Context: an optimization exercise on an open-source flow, tuned for small area, a short achievable clock period and few clock cycles. The choices shown serve that exercise and are no tape-out recipe. In this exercise RTL edits were held to simulation tests only and were not proved equivalent to the original. Power figures rest on the tool's default switching activity, not on a simulated workload.

`flow/config.mk`:
```
export PLATFORM = sky130hd
export DESIGN_NAME = pipeTop
export DESIGN_NICKNAME = pipeTop
export VERILOG_FILES = /design/flow/design.v
export SDC_FILE = /design/flow/constraint.sdc
export NUM_CORES = 4
export LEC_CHECK = 0
export CAP_MARGIN = 20
export CORE_MARGIN = 2
export CORE_UTILIZATION = 45
export SETUP_SLACK_MARGIN = 5
export SLEW_MARGIN = 20
export SYNTH_MEMORY_MAX_BITS = 8192
```
`flow/flow/run.sh`:
```
#!/bin/bash
set -euo pipefail
MARGIN=6.2
bash standard.sh synth > synth_stage.log 2>&1
sed "s/SETUP_SLACK_MARGIN=[0-9.]*/SETUP_SLACK_MARGIN=${MARGIN}/" standard.sh > standard_margin.sh
bash standard_margin.sh > layout_stage.log 2>&1
```
`flow/constraint.sdc`:
```
create_clock -name core_clock -period 10.0 [get_ports {clock}]
set_input_delay 2.0000 -clock core_clock [delete_from_list [all_inputs] [get_ports {clock}]]
set_output_delay 2.0000 -clock core_clock [all_outputs]
set_load 0.01 [all_outputs]
```
`flow/design.v`:
```
`default_nettype none
package pipePkg;
    localparam logic [1:0] majAddi  = 2'b00;
    localparam logic [1:0] majAndi  = 2'b01;
    localparam logic [1:0] majStore = 2'b10;
    localparam logic [1:0] majOther = 2'b11;
    localparam logic [2:0] subNop  = 3'b000;
    localparam logic [2:0] subLoad = 3'b001;
    localparam logic [2:0] subReg  = 3'b010;
    localparam logic [2:0] subJump = 3'b011;
    localparam logic [2:0] subBeq  = 3'b100;
    localparam logic [2:0] subBne  = 3'b101;
    localparam logic [1:0] aluAdd = 2'd0;
    localparam logic [1:0] aluSub = 2'd1;
    localparam logic [1:0] aluAnd = 2'd2;
    localparam logic [1:0] aluOr  = 2'd3;
    function automatic logic [23:0] predecode(input logic [31:0] d, input logic [5:0] addr);
        logic [23:0] w;
        logic [5:0]  off;
        logic [5:0]  tgt;
        w   = {majOther, subNop, 19'd0};
        off = {d[27:25], d[11:9]};
        tgt = addr + off;
        case (d[6:0])
            7'b0010011: begin
                if (d[14:12] == 3'b000)
                    w = {majAddi, d[31:20], d[11:7], d[19:15]};
                else if (d[14:12] == 3'b111)
                    w = {majAndi, d[31:20], d[11:7], d[19:15]};
            end
            7'b0000011: w = {majOther, subLoad, 1'b0, d[27:20], d[11:7], d[19:15]};
            7'b0100011: w = {majStore, d[31:25], d[11:7], d[24:20], d[19:15]};
            7'b0110011: begin
                if (d[14:12] == 3'b000)
                    w = {majOther, subReg, 2'b00, (d[30] ? aluSub : aluAdd), d[11:7], d[24:20], d[19:15]};
                else if (d[14:12] == 3'b110)
                    w = {majOther, subReg, 2'b00, aluOr, d[11:7], d[24:20], d[19:15]};
                else if (d[14:12] == 3'b111)
                    w = {majOther, subReg, 2'b00, aluAnd, d[11:7], d[24:20], d[19:15]};
            end
            7'b1100011: begin
                if (d[14:13] == 2'b00 && off != 6'd1) begin
                    if (d[19:15] == d[24:20]) begin
                        if (!d[12]) w = {majOther, subJump, 3'b100, tgt, 10'd0};
                    end else begin
                        w = {majOther, (d[12] ? subBne : subBeq), d[12], 2'b00, tgt, d[24:20], d[19:15]};
                    end
                end
            end
            default: ;
        endcase
        predecode = w;
    endfunction
    function automatic logic predTaken(input logic [23:0] w);
        predTaken = w[23] && w[22] && w[18];
    endfunction
endpackage
`default_nettype wire
`timescale 1ns/1ns
`default_nettype none
module pipeTop #(
    parameter int imemWords = 64,
    parameter int dmemWords = 64
) (
    input  wire logic                                 clock,
    input  wire logic                                 reset,
    input  wire logic                                 run,
    input  wire logic                                 progWrite,
    input  wire logic [$clog2(imemWords)-1:0]         progAddr,
    input  wire logic [31:0]                          progData,
    output logic                                      storeValid,
    output logic [31:0]                               storeAddr,
    output logic [31:0]                               storeData
);
    logic        pendValid;
    logic [5:0]  pendAddr;
    logic [23:0] pendWord;
    logic [23:0] progWord;
    logic [23:0] imem [64];
    logic [63:0] pendDec;
    assign progWord = pipePkg::predecode(progData, progAddr);
    always_ff @(posedge clock) begin
        pendValid <= progWrite && !run;
        pendAddr  <= progAddr;
        pendWord  <= progWord;
    end
    assign pendDec = 64'd1 << pendAddr;
    for (genvar i = 0; i < 64; i++) begin : gImem
        always_ff @(posedge clock) begin
            if (pendValid && pendDec[i]) imem[i] <= pendWord;
        end
    end
    logic [5:0]  pc;
    logic        dValid;
    logic [23:0] dIr;
    logic [5:0]  dPc1;
    logic        eValid;
    logic        eWr;
    logic        eLoad;
    logic        eStore;
    logic        eBr;
    logic [4:0]  eRd;
    logic        eSub;
    logic        eSum;
    logic        eAnd;
    logic        eOr;
    logic [31:0] eA;
    logic [31:0] eB;
    logic [31:0] eSd;
    logic        eSelMA;
    logic        eSelWA;
    logic        eSelRA;
    logic        eSelMB;
    logic        eSelWB;
    logic        eSelRB;
    logic        eSelMS;
    logic        eSelWS;
    logic        eSelRS;
    logic [5:0]  eFixPc;
    logic        mValid;
    logic        mStoreValid;
    logic        mWr;
    logic        mLoad;
    logic [4:0]  mRd;
    logic [31:0] mAlu;
    logic [31:0] mSd;
    logic        wWr;
    logic [4:0]  wRd;
    logic [31:0] wRes;
    logic [31:0] regs [1:31];
    logic [31:0] dmem [64];
    logic        idle;
    logic [23:0] fWord;
    logic        fPredT;
    logic [5:0]  fPc1;
    logic [5:0]  fNext;
    logic        stall;
    logic        mispredict;
    logic [63:0] pcDec;
    logic [23:0] fRead;
    assign pcDec = 64'd1 << pc;
    always_comb begin
        fRead = '0;
        for (int i = 0; i < 64; i++) fRead = fRead | (imem[i] & {24{pcDec[i]}});
    end
    assign fWord  = (pendValid && pendAddr == pc) ? pendWord : fRead;
    assign fPredT = pipePkg::predTaken(fWord);
    assign fPc1   = pc + 6'd1;
    assign fNext  = fPredT ? fWord[15:10] : fPc1;
    logic [1:0]  dMaj;
    logic [2:0]  dSub;
    logic [4:0]  dRs1;
    logic [4:0]  dRs2;
    logic [4:0]  dRd;
    logic        dOther;
    logic        dAddi;
    logic        dAndi;
    logic        dStore;
    logic        dLoad;
    logic        dReg;
    logic        dBeq;
    logic        dBne;
    logic        dUsesRs1;
    logic        dUsesRs2;
    logic        dWr;
    logic [1:0]  dAluOp;
    logic [31:0] dRs1Val;
    logic [31:0] dRs2Val;
    logic [31:0] mResult;
    assign dMaj   = dIr[23:22];
    assign dSub   = dIr[21:19];
    assign dRs1   = dIr[4:0];
    assign dRs2   = dIr[9:5];
    assign dOther = (dMaj == pipePkg::majOther);
    assign dAddi  = (dMaj == pipePkg::majAddi);
    assign dAndi  = (dMaj == pipePkg::majAndi);
    assign dStore = (dMaj == pipePkg::majStore);
    assign dLoad  = dOther && (dSub == pipePkg::subLoad);
    assign dReg   = dOther && (dSub == pipePkg::subReg);
    assign dBeq   = dOther && (dSub == pipePkg::subBeq);
    assign dBne   = dOther && (dSub == pipePkg::subBne);
    assign dRd    = dReg ? dIr[14:10] : dIr[9:5];
    assign dUsesRs1 = dAddi || dAndi || dStore || dLoad || dReg || dBeq || dBne;
    assign dUsesRs2 = dStore || dReg || dBeq || dBne;
    assign dWr      = (dAddi || dAndi || dLoad || dReg) && (dRd != 5'd0);
    assign dAluOp   = dReg ? dIr[16:15] : (dAndi ? pipePkg::aluAnd : pipePkg::aluAdd);
    logic [63:0] mDec;
    logic [31:0] mLoadData;
    logic [31:0] rs1Dec;
    logic [31:0] rs2Dec;
    logic [31:0] rs1Read;
    logic [31:0] rs2Read;
    logic [31:0] rdDec;
    assign mDec = 64'd1 << mAlu[7:2];
    always_comb begin
        mLoadData = '0;
        for (int i = 0; i < 64; i++) mLoadData = mLoadData | (dmem[i] & {32{mDec[i]}});
    end
    assign mResult = mLoad ? mLoadData : mAlu;
    assign rs1Dec = 32'd1 << dRs1;
    assign rs2Dec = 32'd1 << dRs2;
    always_comb begin
        rs1Read = '0;
        rs2Read = '0;
        for (int i = 1; i < 32; i++) begin
            rs1Read = rs1Read | (regs[i] & {32{rs1Dec[i]}});
            rs2Read = rs2Read | (regs[i] & {32{rs2Dec[i]}});
        end
    end
    assign dRs1Val = (wWr && wRd == dRs1) ? wRes : rs1Read;
    assign dRs2Val = (wWr && wRd == dRs2) ? wRes : rs2Read;
    logic dHitEA, dHitMA, dHitEB, dHitMB;
    assign dHitEA = eValid && eWr && eRd == dRs1;
    assign dHitEB = eValid && eWr && eRd == dRs2;
    assign dHitMA = mValid && mWr && mRd == dRs1;
    assign dHitMB = mValid && mWr && mRd == dRs2;
    logic        dImmB;
    logic [31:0] dImm;
    assign dImmB = !(dReg || dBeq || dBne);
    assign dImm  = {{20{dIr[21]}}, dIr[21:10]};
    assign stall = (dValid || idle) && eValid && eLoad && eWr &&
                   ((dUsesRs1 && eRd == dRs1) || (dUsesRs2 && !dStore && eRd == dRs2));
    logic [31:0] opA;
    logic [31:0] aluB;
    logic [31:0] sum;
    logic [31:0] aluRes;
    logic [31:0] stData;
    logic [32:0] sumC;
    assign opA    = ({32{eSelMA}} & mAlu) | ({32{eSelWA}} & wRes) | ({32{eSelRA}} & eA);
    assign aluB   = ({32{eSelMB}} & (mAlu ^ {32{eSub}})) | ({32{eSelWB}} & (wRes ^ {32{eSub}})) |
                    ({32{eSelRB}} & eB);
    assign sumC   = {opA, 1'b1} + {aluB, eSub};
    assign sum    = sumC[32:1];
    assign stData = ({32{eSelMS}} & mResult) | ({32{eSelWS}} & wRes) | ({32{eSelRS}} & eSd);
    assign aluRes = ({32{eSum}} & sum) | ({32{eAnd}} & (opA & aluB)) | ({32{eOr}} & (opA | aluB));
    assign mispredict = eValid && eBr && (opA == aluB);
    always_ff @(posedge clock) begin
        idle <= reset || !run;
        if (reset || !run) begin
            pc     <= word0PredT ? word0[15:10] : 6'd1;
            dValid <= 1'b0;
            eValid <= 1'b0;
            mValid <= 1'b0;
            mStoreValid <= 1'b0;
        end else begin
            mValid <= eValid;
            mStoreValid <= eValid && eStore;
            if (mispredict) begin
                pc     <= eFixPc;
                dValid <= 1'b0;
                eValid <= 1'b0;
            end else if (stall) begin
                eValid <= 1'b0;
            end else begin
                pc     <= fNext;
                dValid <= 1'b1;
                eValid <= dValid || idle;
            end
        end
    end
    logic [23:0] word0;
    logic        word0PredT;
    always_comb begin
        if (progWrite && progAddr == 6'd0)
            word0 = progWord;
        else if (pendValid && pendAddr == 6'd0)
            word0 = pendWord;
        else
            word0 = imem[0];
    end
    assign word0PredT = pipePkg::predTaken(word0);
    always_ff @(posedge clock) begin
        if (reset || !run) begin
            dIr  <= word0;
            dPc1 <= 6'd1;
        end else if (!stall) begin
            dIr  <= fWord;
            dPc1 <= fPc1;
        end
    end
    always_ff @(posedge clock) begin
        eWr     <= dWr;
        eLoad   <= dLoad;
        eStore  <= dStore;
        eBr     <= dBeq || dBne;
        eRd     <= dRd;
        eSub    <= (dAluOp == pipePkg::aluSub);
        eSum    <= (dAluOp == pipePkg::aluAdd) || (dAluOp == pipePkg::aluSub);
        eAnd    <= (dAluOp == pipePkg::aluAnd);
        eOr     <= (dAluOp == pipePkg::aluOr);
        eA      <= dRs1Val;
        eB      <= dImmB ? dImm : (dAluOp == pipePkg::aluSub) ? ~dRs2Val : dRs2Val;
        eSd     <= dRs2Val;
        eSelMA  <= dHitEA;
        eSelWA  <= !dHitEA && dHitMA;
        eSelRA  <= !dHitEA && !dHitMA;
        eSelMB  <= !dImmB && dHitEB;
        eSelWB  <= !dImmB && !dHitEB && dHitMB;
        eSelRB  <= dImmB || (!dHitEB && !dHitMB);
        eSelMS  <= dHitEB;
        eSelWS  <= !dHitEB && dHitMB;
        eSelRS  <= !dHitEB && !dHitMB;
        eFixPc  <= dBne ? dPc1 : dIr[15:10];
    end
    always_ff @(posedge clock) begin
        mWr    <= eWr;
        mLoad  <= eLoad;
        mRd    <= eRd;
        mAlu   <= aluRes;
        mSd    <= stData;
    end
    always_ff @(posedge clock) begin
        wWr  <= mValid && mWr && !reset;
        wRd  <= mRd;
        wRes <= mResult;
    end
    for (genvar i = 0; i < 64; i++) begin : gDmem
        always_ff @(posedge clock) begin
            if (mStoreValid && mDec[i]) dmem[i] <= mSd;
        end
    end
    assign rdDec = 32'd1 << wRd;
    for (genvar i = 1; i < 32; i++) begin : gRegs
        always_ff @(posedge clock) begin
            if (wWr && rdDec[i]) regs[i] <= wRes;
        end
    end
    assign storeValid = mStoreValid;
    assign storeAddr  = mAlu;
    assign storeData  = mSd;
endmodule
`default_nettype wire
```
`flow/standard.sh`:
```
#!/bin/bash
# synth_recipe.tcl (not shown) runs the flow's synth.tcl, then flattens the netlist and writes it again
# the make line also repeats each setting of config.mk as NAME=value (left out here)
make -C /OpenROAD-flow-scripts/flow DESIGN_CONFIG=/design/flow/config.mk WORK_HOME=/design/flow/orfs CLKGATE_MAP_FILE= SYNTH_SCRIPT=/design/flow/synth_recipe.tcl "${@:-finish}"
```
==> run notes, run 1 <==
The run finished with no timing, DRC or antenna violations. By area the synthesized netlist is led by edfxtp_1, a22oi_1, dfxtp_1, nand2_1, nand4_1. The tree is rooted in a clkbuf_16. For flop-to-flop paths, the worst setup slack is 5.89 ns. The post-synthesis share of cell area spent on xor and xnor gates is 0.793%.

In this run the number of H-tree levels came out at 5. The sum of routed wire length over all layers is 839000 um. Leaving out fill and tap cells, the most frequent cells in the layout are edfxtp_1, a22oi_1, nand2_1, buf_4, clkbuf_16. The proportion of netlist area held by the largest area contributor came out at around three quarters. The overflow left after global routing came out at 0. The multiplexer area fraction after synthesis came out at 0.220%. Max-cap violations in this run came to 0. Entering global routing, the biggest net connects 67 pins. The number of cells traversed by the worst register-to-register path is 11. The peak fanout along the critical path is 35. The layout net count is between 10000 and 15000. The count of final max-slew check failures came to 0. Setup repair after global routing could not meet its margin everywhere. The simple logic cell fraction of the synthesized area is 6.07%. The number of cells traversed by the worst hold path came out at 0. The final instance area came out at approximately 0.22 mm2.

The number of global-route vias before repair came out at 122000. The number of buffers inserted for hold repair after clock tree synthesis came out at 0. The global-route usage over all layers is 39.1%. The unique cell type count in the Yosys netlist is 94. The row count came out at 235.

The number of violations reported at the end of detailed-routing iteration 0 is 29500. The number of synthesized flops with an enable pin came out at around 4600. The half-perimeter wire length of the detailed placement result is 452000 um. The first-pass iteration count of the detailed router is 10. The detailed-route via count came out at 132000. The total standard cell area after synthesis came out at approximately 0.19 mm2.

Across the VDD grid, the largest voltage drop is 0.209 mV. The count of input and output buffers is 106. The data required time at the worst endpoint is 10.76 ns.

For this run, the register share of the synthesized area comes to 77.5%. Before CTS, the worst setup slack after placement is 4.47 ns. Dividing the final minimum period by the clock period gives about two fifths. By area, the combinational part of the netlist is dominated by compound AO/OA/AOI/OAI gates. The synthesized-area fraction occupied by ao, oa, aoi and oai cells is a little over an eighth.

The count of clock tree sinks came out at 4881. The number of buffers added by the clock tree synthesis step is 479. The instance count of the mapped netlist is 11400. The total I/O pin count came out at 107. The first global-routing pass estimated 1100000 um of wire. The static leakage came out at 68.6 nW. The reg-to-reg startpoint is pc[1]$_DFFE_PP_.

The horizontal die dimension came out at approximately 650 um. The number of antenna violations at the first check in global routing is 51. The final cell utilization of the core came out at 53.0%.

After floorplanning, the core was sized to cover 0.410 mm2. The total power is 48.6 mW. Of the total synthesized cell area, the portion taken by full adders, half adders and majority gates is less than 1%. The latest clock arrival within the worst-skew pair is 1.07 ns. Counting every net in the synthesized netlist gives 11500.

The endpoint arrival time on the critical path came out at 4.87 ns. The total power divided by cell area came out at 223 mW/mm2. The most common cell after layout, fill and taps aside is edfxtp_1.

Synthesis inferred 4881 register bits. The count of final hold-check violations came out at 0. During synthesis, Yosys emitted a total of 4 warnings.

The path class of the tightest hold or removal check is reg2reg. Averaged over all synthesized cells, the footprint is 16.3 um2. The sort of element at the end of the critical path is a flip-flop. The worst register-to-register path ends at pc[5]$_DFFE_PP_. The placed instances occupy a cell area of 0.196 mm2.

Dividing the detail-routed wire length by the instance count gives 46.8 um. The total setup violations reported at the end of the flow is 0. The most used flip-flop cell after synthesis is edfxtp_1. The worst setup path is launched from a flip-flop. The clock period minus worst slack is ~4.1 ns. The path with the worst hold slack has its endpoint at mLoad$_DFF_P_.

Counting flops with an async set or reset pin after synthesis yields a share of 0%. In the final timing run, aggregate negative setup slack is 0 ns. The largest buffer count on any clock path is 4. The final setup skew is 0.112 ns. The critical path class is reg2reg.

The last weighted congestion value of the routability-driven placer came out at between 0.9 and 1. The post-detailed-route DRC marker count is 0. The TritonCTS clock tree is yes. In this run the vertical extent of the chip is 646 um.

In the final layout, the share of cells above drive strength 1 is roughly 17%. The worst hold path begins at eLoad$_DFF_P_. The CTS clock-pin slew for the worst setup and hold paths is 0.06 ns.

The overall die area is 0.418 mm2. The detail-routed via count per cell is 7.35. For this run, the top clock speed supported by timing is 243 MHz. The cell type with the largest total area after synthesis is edfxtp_1. The tightest slew margin relative to the limit came out at about 18%. The number of nets with antenna violations after routing came out at 0. Once routing completed, OpenROAD measured the worst setup slack at roughly 5.9 ns. The area growth from synthesis to layout came out at 17.1%. The slew of the pin with the lowest slew margin is 1.23 ns. The starting utilization of the core area is between 40% and 50%.
power breakdown:
part,internal (mW),total [mW],switching (mW)
Combinational,2.03,6.57,4.54
Sequential,23.7,24.3,0.595
Clock,9.76,17.7,7.89
Total,35.5,48.6,13.0
worst max-delay path by stage:
stage / from / endpoint / slack (ns) / depth (start not counted)
floorplan: progAddr[0] / pc[4]$_DFFE_PP_ / 6.10 / 11
global placement: progData[21] / pc[2]$_DFFE_PP_ / 4.44 / 12
detailed placement: progData[21] / pc[2]$_DFFE_PP_ / 4.47 / 12
CTS: pc[1]$_DFFE_PP_ / pc[4]$_DFFE_PP_ / 6.05 / 14
global route: pc[1]$_DFFE_PP_ / pc[5]$_DFFE_PP_ / 5.84 / 14
finish: pc[1]$_DFFE_PP_ / pc[5]$_DFFE_PP_ / 5.89 / 11
per-stage QoR:
stage	hold slack, ns	std cells
after floorplan	0.331	11400
after global placement	0.336	16700
after detailed placement	0.338	16700
after CTS	0.347	17800
after global routing	0.363	17900
final	0.348	17900
final cells by class:
cell class | count | area (um2)
timing repair buffer | 903 | 9360
clock buffer | 623 | 12800
inverter | 100 | 377
multi-input combinational | 5713 | 41600
clock inverter | 247 | 2220
fill | 32800 | 193000
tap | 5451 | 6820
antenna | 29 | 72.6
sequential | 4881 | 144000
timing repair:
item	4_1_cts	5_1_grt
gates resized for setup	678	138
pin swaps	69	51
setup buffers	173	79
setup endpoints to repair	1618	188
cloned	46	2
registers in the layout, indices dropped and copies added (netlist names), 6 cells and up:
signal,flops
dmem,2048
imem,1536
regs,992
eA,32
eB,32
eSd,32
mAlu,32
mSd,32
wRes,32
dIr,24
pendWord,24
dPc1,6
eFixPc,6
pc,6
pendAddr,6
cell families after synthesis:
family	after synthesis
multiplexers	36
AO/OA/AOI/OAI	3193
adder cells (fa/ha/maj)	78
flip-flops	4881
AND/OR/NAND/NOR	2237
buffers and inverters	810
XOR/XNOR	168
worst max-delay path, cell delays in order (launching register included):
cell and delay, ns:
edfxtp_1 0.49, buf_4 0.19, buf_4 0.14, xor2_1 0.22
or4_4 0.38, buf_6 0.50, nand4_1 0.52, or4_4 0.61
o22ai_4 0.20, nor3_4 0.12, mux2i_1 0.13, a221o_1 0.33
per-layer routing:
metal	track usage, %	vias up	share of wire, %
met5	0.324	-	0.042
met4	27.8	24	9.3
met3	12.8	3436	17
met2	55.7	14200	41
met1	50.3	65900	33
li1	-	48400	-
synth_stat cells (all sizes together) (7+ instances only):
master	number
and3	47
inv	98
edfxtp	4606
o211ai	19
or2	13
a222oi	122
or4	38
nand2	701
nor3b	8
o22ai	9
a211oi	11
a221oi	176
buf	231
a31oi	21
nand4	373
or3b	7
ha	76
a2111oi	13
o221ai	26
nor4b	7
clkbuf	479
nand4b	17
nand3b	26
nand2b	16
o21a	15
nor4	92
a21o	57
mux2i	12
nand3	160
dfxtp	275
o21ai	61
and2	109
a22o	244
xor2	106
nor3	125
and4	26
nor2b	20
xnor2	62
nor2	410
a21oi	154
or3	15
mux2	24
a22oi	2222
Testbench counts, summed over its fixed seeds: cycles 102,906.
==> run 2: changes to the inputs <==
==> flow/flow/run.sh (replaced) <==
#!/bin/bash
set -euo pipefail
MARGIN=6.3
bash standard.sh synth > synth_stage.log 2>&1
sed "s/SETUP_SLACK_MARGIN=[0-9.]*/SETUP_SLACK_MARGIN=${MARGIN}/" standard.sh > standard_margin.sh
bash standard_margin.sh > layout_stage.log 2>&1
--- a/flow/config.mk
+++ b/flow/config.mk
@@ -7,7 +7,9 @@
 export LEC_CHECK = 0
 export CAP_MARGIN = 20
 export CORE_MARGIN = 2
-export CORE_UTILIZATION = 45
+export CORE_UTILIZATION = 38
+export CTS_CLUSTER_DIAMETER = 100
+export CTS_CLUSTER_SIZE = 20
 export SETUP_SLACK_MARGIN = 5
 export SLEW_MARGIN = 20
 export SYNTH_MEMORY_MAX_BITS = 8192
==> run 2 against run 1 <==
Effect of this change:
- clock power is 31% lower
- combinational power is 2% lower
- worst setup slack better by 0.15 ns
- power is 12% lower
- synthesized cell count stayed put
==> run notes, run 2 <==
The delay of the slowest cell on the worst path is between 0.7 and 0.8 ns. The layout net count is about 12000. The clock period could shrink to 3.96 ns. The pin count of the biggest net entering global routing came out at 70. The number of flip-flops under the largest register name came out at 2048. The count of final max-slew check failures is 0.

The instance count of the mapped netlist is 11400. Counting flops with a built-in enable in the synthesized netlist gives about 4600. The multiplexer area fraction after synthesis is 0.220%. The largest registers in the layout are dmem x2048, imem x1536, regs x992. The final critical-path share of the clock period came out at between 30% and 40%. The post-synthesis register bit count came out at 4881. Along the worst path, the maximum fanout reaches 28. The area growth from synthesis to layout came out at 13.6%. Leaving out fill and tap cells, the most frequent cell in the layout is edfxtp_1. The proportion of netlist area held by the largest area contributor is 74.5%. The initialized floorplan defines 256 standard-cell rows. The worst setup slack after layout is approximately 6.0 ns. The pre-CTS setup slack came out at 5.00 ns. After detailed routing, the average wire length per cell comes to 44.1 um.

STA classifies the critical path startpoint as a flip-flop. Setup repair after global routing could not meet its margin everywhere. Buffers inserted during clock tree synthesis total roughly 280.

The slew of the pin with the lowest slew margin came out at 1.32 ns. Measured along the x axis, the die boundary spans 703 um. The CTS clock-pin slew for the worst setup and hold paths is 0.09 ns.

The number of antenna violations at the first check in global routing was 36. The max-cap violation count came out at 0. The static leakage came out at 64.7 nW. The post-detailed-route DRC marker count is 0.

Once detailed placement completed, the half-perimeter wirelength came to 438000 um. The portion of the post-synthesis area used by sequential elements came out at 77.5%. The sort of element at the end of the critical path is a flip-flop.

For this design, the sink count on the clock tree is 4881. The clock reaches the later pin of the worst-skew pair after 1.04 ns. The cell type with the largest total area after synthesis is edfxtp_1. The synthesized-area fraction occupied by ao, oa, aoi and oai cells is between 10% and 20%. Among cell families on the critical path, the largest total delay comes from simple AND/OR/NAND/NOR gates. The largest buffer count on any clock path is 4. The first global-routing pass estimated 1070000 um of wire. Global routing used 31.8% of the available tracks. Together, buffers and inverters on the worst path number 3.

Counting instances in the post-synthesis netlist gives the leading cell types as edfxtp_1, a22oi_1, nand2_1. The detailed-route via count is 130000. The unique cell type count in the Yosys netlist is 94. The number of global-route vias before repair came to 118000.

Summing the areas of all and, or, nand and nor instances in the mapped netlist gives roughly 6.1% of the synthesized area. The count of final hold-check violations is 0. The number of violations reported at the end of detailed-routing iteration 0 came out at slightly above 30000. STA puts the critical path data arrival time at roughly 4.5 ns.

The worst-case IR drop observed on VDD is 0.143 mV. After routing the design area is about 0.21 mm2. The run finished with no timing, DRC or antenna violations. The tightest slew margin relative to the limit came out at 11.9%. The achievable clock frequency came out at about 250 MHz. For this design, the slowest cell found on the critical path is buf_4.

The overall die area is 0.494 mm2. Among all flip-flop cells after synthesis, the most frequent one is edfxtp_1. The filler cell count is roughly 43000. The data required time at the worst endpoint is 10.54 ns. CTS placed an instance of clkbuf_16 at the clock tree root. The post-synthesis share of cell area spent on xor and xnor gates came out at less than 1%. Counting flops per register, the top entry is dmem. The total standard cell area after synthesis is 0.186 mm2.

The share of synthesized registers carrying an async set or reset is 0%. In this run the remaining antenna-violating nets after routing total 0. The total setup violations reported at the end of the flow is 0. The core region is 0.486 mm2. The sum of routed wire length over all layers is 815000 um. CTS built an H-tree with a depth of 5. The final cell utilization of the core is 43.4%. The floorplan step set the die height to 703 um. The share of layout cells above drive strength 1 is between 10 and 15%. The worst hold path belongs to the class reg2reg. The count of input and output buffers is 106. The total of warnings raised by yosys came out at 4. The most common cell in the synthesized netlist is edfxtp_1.

In this run the count of I/O pins placed on the die edge is 107. The number of nets handed over by synthesis was 11500. The first-pass iteration count of the detailed router is 10. The critical path is of the reg2reg type. Sorting the synthesized cells by area gives the leading types as edfxtp_1, a22oi_1, dfxtp_1, nand2_1, nand4_1. The detail-routed via count per cell came out at 7.03. The final total negative setup slack is 0 ns. By area, the combinational part of the netlist is dominated by compound AO/OA/AOI/OAI gates. The placed cell area is approximately 0.2 mm2. Walking the worst path, the cells encountered are clkbuf_16, nand4bb_2, nor2_4, buf_4, and2_2, buf_6. The per-instance average area after synthesis is 16.3 um2.

The final setup skew came out at 0.136 ns. At the end of routability-driven placement, the weighted congestion stood at 0.962. The library cells used most frequently in the layout, excluding fill and tap cells, are edfxtp_1, a22oi_1, nand2_1, buf_4, nand4_1. The TritonCTS clock tree is yes. The adder-cell share of the synthesized area came out at 0.534%. The starting utilization of the core area came out at 38.2%. The total power divided by cell area came out at ~200 mW/mm2. For this run the aggregate overflow at the end of global routing stands at 0.
==> run 2: cell types whose count changed in the layout (fill, tap and decap cells not counted), sizes merged, moves of 4 or more <==
cell	delta
diode	+6
clkdlybuf4s15	-10
clkdlybuf4s50	+4
bufinv	-28
dlygate4sd2	-8
clkbuf	-224
buf	-25
bufbuf	-10
clkinv	-190
and2	+6
clkinvlp	-10
==> run 2: logic make-up (layout without fill, tap and decap cells) <==
logic type | after synthesis | in the layout
xor gates and xnor gates | 168 | 168
adders and majority gates | 78 | 78
muxes | 36 | 36
and+or+nand+nor | 2237 | 2244
DFF | 4881 | 4881
other | 0 | 35
buffers and inverters | 810 | 1372
AOI/OAI and AO/OA | 3193 | 3193
==> run 2: path summary, 6_finish.rpt <==
| check | slack [ns] | cells after the start | to | start |
|---|---|---|---|---|
| max | 6.04 | 6 | dmem[41][6]$_DFFE_PP_ | mAlu[6]$_DFF_P_ |
| min reg2reg | 0.35 | 0 | wRd[0]$_DFF_P_ | mRd[0]$_DFF_P_ |
| min | 0.35 | 0 | wRd[0]$_DFF_P_ | mRd[0]$_DFF_P_ |
| max reg2reg | 6.04 | 6 | dmem[41][6]$_DFFE_PP_ | mAlu[6]$_DFF_P_ |
==> run 2: report_power, final <==
| group | total, mW | internal (mW) | switching [mW] |
|---|---|---|---|
| registers | 24.1 | 23.7 | 0.453 |
| logic | 6.43 | 1.89 | 4.53 |
| clock network | 12.3 | 5.49 | 6.81 |
| total | 42.9 | 31.1 | 11.8 |
==> run 2: repair_timing <==
item                                    in CTS  in global routing
gates resized for setup                    621                128
hold buffers                                 0                  0
pin swaps                                   67                 42
buffers inserted                           169                 57
gates cloned                                40                  3
endpoints found under the setup margin    1116                183
==> run 2: through the flow <==
step                      hold slack (ns)  total power, mW  std cells
final                               0.355             42.9      18500
after global routing                0.368             43.5      18400
after CTS                           0.367             42.3      18400
after detailed placement            0.353             29.8      17700
after global placement              0.347             29.8      17700
after floorplan                     0.331             26.9      11400
==> run 2: final cells by class <==
cell class | count | area, um2 | area share [%]
antenna | 35 | 87.6 | 0.0415
timing repair buffer | 857 | 8510 | 4.04
inverter | 100 | 377 | 0.179
sequential | 4881 | 144000 | 68.3
clock inverter | 20 | 280 | 0.133
clock buffer | 395 | 7760 | 3.68
tap | 6450 | 8070 | 3.83
multi-input combinational | 5719 | 41700 | 19.8
==> run 2: layer usage <==
metal / part of all wire (%) / routed length [um] / global-route usage [%]
met1: 34 / 276000 / 42.0
met2: 40 / 328000 / 44.2
met3: 17 / 141000 / 11.2
met4: 8.4 / 68400 / 20.6
met5: 0.056 / 455 / 0.282
==> run 3: changes to the inputs <==
--- a/flow/design.v
+++ b/flow/design.v
@@ -124,6 +124,7 @@
     logic [4:0]  mRd;
     logic [31:0] mAlu;
     logic [31:0] mSd;
+    logic [63:0] mIdx;
     logic        wWr;
     logic [4:0]  wRd;
     logic [31:0] wRes;
@@ -143,7 +144,8 @@
         fRead = '0;
         for (int i = 0; i < 64; i++) fRead = fRead | (imem[i] & {24{pcDec[i]}});
     end
-    assign fWord  = (pendValid && pendAddr == pc) ? pendWord : fRead;
+    logic fByp;
+    assign fWord  = fByp ? pendWord : fRead;
     assign fPredT = pipePkg::predTaken(fWord);
     assign fPc1   = pc + 6'd1;
     assign fNext  = fPredT ? fWord[15:10] : fPc1;
@@ -184,17 +186,15 @@
     assign dUsesRs2 = dStore || dReg || dBeq || dBne;
     assign dWr      = (dAddi || dAndi || dLoad || dReg) && (dRd != 5'd0);
     assign dAluOp   = dReg ? dIr[16:15] : (dAndi ? pipePkg::aluAnd : pipePkg::aluAdd);
-    logic [63:0] mDec;
     logic [31:0] mLoadData;
     logic [31:0] rs1Dec;
     logic [31:0] rs2Dec;
     logic [31:0] rs1Read;
     logic [31:0] rs2Read;
     logic [31:0] rdDec;
-    assign mDec = 64'd1 << mAlu[7:2];
     always_comb begin
         mLoadData = '0;
-        for (int i = 0; i < 64; i++) mLoadData = mLoadData | (dmem[i] & {32{mDec[i]}});
+        for (int i = 0; i < 64; i++) mLoadData = mLoadData | (dmem[i] & {32{mIdx[i]}});
     end
     assign mResult = mLoad ? mLoadData : mAlu;
     assign rs1Dec = 32'd1 << dRs1;
@@ -236,8 +236,9 @@
     assign mispredict = eValid && eBr && (opA == aluB);
     always_ff @(posedge clock) begin
         idle <= reset || !run;
+        fByp <= progWrite && !run && progAddr == pcIdle;
         if (reset || !run) begin
-            pc     <= word0PredT ? word0[15:10] : 6'd1;
+            pc     <= pcIdle;
             dValid <= 1'b0;
             eValid <= 1'b0;
             mValid <= 1'b0;
@@ -269,6 +270,8 @@
             word0 = imem[0];
     end
     assign word0PredT = pipePkg::predTaken(word0);
+    logic [5:0]  pcIdle;
+    assign pcIdle = word0PredT ? word0[15:10] : 6'd1;
     always_ff @(posedge clock) begin
         if (reset || !run) begin
             dIr  <= word0;
@@ -307,6 +310,7 @@
         mLoad  <= eLoad;
         mRd    <= eRd;
         mAlu   <= aluRes;
+        mIdx   <= 64'd1 << sum[7:2];
         mSd    <= stData;
     end
     always_ff @(posedge clock) begin
@@ -316,7 +320,7 @@
     end
     for (genvar i = 0; i < 64; i++) begin : gDmem
         always_ff @(posedge clock) begin
-            if (mStoreValid && mDec[i]) dmem[i] <= mSd;
+            if (mStoreValid && mIdx[i]) dmem[i] <= mSd;
         end
     end
     assign rdDec = 32'd1 << wRd;
--- a/flow/config.mk
+++ b/flow/config.mk
@@ -7,7 +7,7 @@
 export LEC_CHECK = 0
 export CAP_MARGIN = 20
 export CORE_MARGIN = 2
-export CORE_UTILIZATION = 38
+export CORE_UTILIZATION = 45
 export CTS_CLUSTER_DIAMETER = 100
 export CTS_CLUSTER_SIZE = 20
 export SETUP_SLACK_MARGIN = 5
==> run 3 against run 2 <==
Effect of this change:
- first-iteration DRC count fell by 1.9%
- synthesized area rose by 0.14%
- global-route usage rose by 6.9 points
- still clean on timing, DRC and antenna
- die area fell by 15%
- count of clock-buffer cells in the layout rose by 2
- final cell count fell by 6.2%
- highest routed layer unchanged
- synthesized cell count fell by 2.0%
- power rose by 2.2%
- worst hold slack improved by 0.045 ns
==> run notes, run 3 <==
In the synthesized netlist, the number of instances is 11200. The area of the placeable core is 0.412 mm2. The fraction of met1 tracks used by global routing came out at 49.6%. The number of global-route vias before repair is 121000. The flip-flop cell with the highest count after synthesis is edfxtp_1.

The count of final max-slew check failures is 0. The number of violations reported at the end of detailed-routing iteration 0 is 29800. The commonest cells after synthesis are edfxtp_1, a22oi_1, clkbuf_1. The tool flagged a number of max-cap violations equal to 0. The library cell used most frequently in the layout, excluding fill and tap cells, is edfxtp_1. The post-detailed-route wirelength per cell came out at 48.1 um.

The run finished with no timing, DRC or antenna violations. The first detailed-routing pass ran for 11 iterations. The post-synthesis register bit count is 4946. The first global-routing pass estimated 1090000 um of wire. The met2 track demand over resource in global routing came out at 55.5%. The final setup skew is 0.115 ns. The most common cell in the synthesized netlist is edfxtp_1. Once the floorplan was initialized, standard cells occupied 45.1% of the core. Buffers inserted to repair hold after CTS numbered 0. Tracing the worst setup path back leads to its startpoint at pc[5]$_DFFE_PP_. The tightest min-delay check is of the reg2reg type. The largest voltage drop on the vdd net is 0.172 mV. The total I/O pin count came out at 107. The highest-delay cell along the critical path is or4_4. Static timing analysis puts the maximum clock frequency at around 250 MHz.

The total of warnings raised by yosys came out at 4. The number of nets in the synthesized netlist is 11300. In the routed design, unresolved DRC markers number 0. The worst pin sits at a relative slew slack of about 16%.

The register with the most flip-flops in the final layout is dmem. The layout net count is 11800. The share of layout cells above drive strength 1 is between 10% and 20%. The reg-to-reg startpoint is pc[5]$_DFFE_PP_. The overall die area is between 0.4 and 0.5 mm2.

The CTS clock-pin slew for the worst setup and hold paths is 0.09 ns. Summing the sequential cell areas from Yosys gives 78.1% of the chip area. The endpoint arrival time on the critical path came out at 4.71 ns. The die is ~650 um tall.

The sum of routed wire length over all layers came out at 833000 um. The count of input and output buffers is between 100 and 150. The finished layout holds 17300 standard cells, fillers aside. TritonCTS built the clock tree. In this run the most used layer during global routing was met2. The critical path goes through buf_6, nand3b_2, nor2_2, buf_6, a221o_1, a221oi_1, nand4_1, or4_4, o221ai_2, o21ai_1. The pin count of the biggest net entering global routing came out at 68.

The root buffer cell chosen for the clock tree is clkbuf_16. After synthesis, the share of flip-flops with an asynchronous set or reset is 0%. The proportion of netlist area held by the largest area contributor came out at between 70% and 80%. The slew of the pin with the lowest slew margin came out at 1.26 ns. The global-route usage over all layers came out at 38.7%. By instance count, the cell type seen most on the critical path is buf_6. Yosys attributes the largest share of cell area to edfxtp_1, a22oi_1, dfxtp_1, a221oi_1, a22o_1. The half-perimeter wire length of the detailed placement result is roughly 440000 um. The area growth from synthesis to layout is 13.3%. The number of flip-flops under the largest register name came out at 2048. STA classifies the critical path startpoint as a flip-flop. The largest registers in the layout are dmem x2048, imem x1536, regs x992. The per-instance average area after synthesis is between 15 and 20 um2. The met3 global-route usage came out at 12.4%. The detail-routed via count per cell came out at 7.53. The buffers plus inverters on the worst setup path is 2. The number of synthesized flops with an enable pin came out at around 4600. The number of cells in the design after placement is 16600. The unique cell type count in the Yosys netlist is 92. The detailed-route via count is 130000. The last weighted congestion value of the routability-driven placer is 0.942. In this run, CTS created clock tree buffers numbering 286. On the critical path the largest part of the delay comes from simple AND/OR/NAND/NOR gates.

The count of final hold-check violations is 0. The final total negative setup slack is 0 ns. In the finished design, the share of the clock period the worst path needs comes to about 40%. Setup repair after global routing could not meet its margin everywhere. The critical path class is reg2reg. The latest clock arrival within the worst-skew pair is 1.02 ns. The largest single stage delay on the critical path is around 0.79 ns. For this run the aggregate overflow at the end of global routing stands at 0.

In this run the remaining antenna-violating nets after routing total 0. The worst hold path begins at mRd[4]$_DFF_P_. The worst setup path is captured at a flip-flop.

After synthesis the cells add up to 0.186 mm2. The H-tree depth reported by CTS came out at 5. The data required time at the worst endpoint is 10.70 ns. The library cells used most frequently in the layout, excluding fill and tap cells, are edfxtp_1, a22oi_1, buf_4, a221oi_1, a22o_1. The total power divided by cell area is 208 mW/mm2.

Of all nets on the critical path, the largest fanout is 36. The row count is 236. The clock period minus worst slack is ~4.0 ns. For this design the static power due to leakage is 64.1 nW. The number of antenna violations at the first check in global routing came out at 40. Setup violations remaining at the end of the flow were counted as 0. The die is 647 um wide. The count of clock tree sinks is 4946. The filler cell count is 33600. The cell type with the largest total area after synthesis is edfxtp_1. The clock passes through at most 4 buffers.
==> run 3: cell types whose count changed after synthesis, moves of 31 or more <==
cell,change
nand3_1,+108
inv_1,+31
clkbuf_1,+83
buf_2,-80
a21oi_1,+68
nand2_1,-315
dfxtp_1,+65
a21o_1,-40
a221oi_1,+297
a222oi_1,+72
a22oi_1,-578
a22o_1,+183
nor2_1,+48
==> run 3: final timing paths <==
check	to	slack, ns	cells after the start
worst max-delay path	dIr[7]$_DFFE_PP_	5.99	10
worst min-delay path	wRd[4]$_DFF_P_	0.40	0
worst max register to register	dIr[7]$_DFFE_PP_	5.99	10
worst min register to register	wRd[4]$_DFF_P_	0.40	0
==> run 3: through the flow <==
step / utilization, % / cell area, um2 / worst slack (ns) / hold slack [ns] / total power [mW]
after CTS: 50.7 / 209000 / 6.10 / 0.401 / 43.2
final: 51.1 / 211000 / 5.99 / 0.399 / 43.8
after global placement: 47.8 / 197000 / 4.31 / 0.386 / 30.6
after detailed placement: 47.8 / 197000 / 4.45 / 0.389 / 30.7
after global routing: 51.1 / 210000 / 6.03 / 0.407 / 44.4
after floorplan: - / 186000 / 5.90 / 0.331 / 27.4
==> run 3: cell type report <==
class,instances,area [um2],share of cell area [%]
sequential,4946,145000,69.1
multi-input combinational,5403,40400,19.2
timing repair buffer,911,9210,4.37
clock buffer,397,7810,3.71
tap,5474,6850,3.25
inverter,131,495,0.235
clock inverter,17,246,0.117
antenna,29,72.6,0.0345
==> run 3: cells by family after synthesis <==
logic type / count (synthesis) / synth area share, %
compound gates: 3181 / 13.5
xor+xnor: 170 / 0.801
simple gates: 1929 / 5.18
mux: 43 / 0.246
fa+ha+maj: 78 / 0.533
flops: 4946 / 78.1
buf+inv: 823 / 1.69
==> run 3: report_power, final <==
group	switching, mW	total, mW	internal (mW)
sequential	0.614	24.6	24.0
clock	6.80	12.3	5.51
combinational	4.86	6.88	2.02
total	12.3	43.8	31.5
==> run 3: layer usage <==
metal  wire [um]  part of all wire, %
met4       76300                  9.2
met1      273000                   33
met2      346000                   42
met5         194                0.023
met3      137000                   16
==> run 3: repair_timing <==
| item | CTS | global route |
|---|---|---|
| gates cloned | 49 | 6 |
| pin swaps | 61 | 74 |
| setup endpoints to repair | 259 | 112 |
| setup buffers | 132 | 77 |
| gates resized for setup | 654 | 154 |
==> run 3: worst reg2reg max path: cells and delay by family (launching register included) <==
kind | cells | cell delay [ns]
AO/OA/AOI/OAI | 4 | 0.90
buffers and inverters | 2 | 0.61
flip-flops | 1 | 0.39
AND/OR/NAND/NOR | 4 | 1.81
Testbench counts of run 3, summed over its fixed seeds: cycles 102,906.

re-timing with driven ports:
The results above use ideal ports. As a check the final layouts listed here were re-extracted and re-timed, cells and wires unchanged.
Step 1 sets driving cells, clkbuf_16 on the clock port and buf_2 on the other inputs (assumed; they add their load-dependent delay and slew).
Step 2 adds t to the input delays and takes it off the output delays; t is the mean of the earliest and latest rising clock arrival at the registers after step 1. Input paths then give back, and output paths get back, about the clock's delay inside the block.
Slacks: no drivers / after step 1 / after step 2; pairs: no drivers / after step 1.
run	shift t [ns]	setup WS [ns]	worst hold slack (ns)	worst setup path after step 2	worst data-port slew with drivers (ns)
run 1	1.150	5.892 / 5.892 / 5.065	0.348 / 0.348 / 0.348	input to register	0.28
run 2	1.091	6.042 / 6.042 / 5.246	0.355 / 0.355 / 0.355	input to register	0.04
run 3	1.087	5.988 / 5.988 / 5.324	0.399 / 0.399 / 0.399	input to register	0.09
After both steps setup and hold are still met in every run listed. For run 1, which loses most, drivers alone change the setup slack by 0.000 ns; drivers and shift together by -0.827 ns.
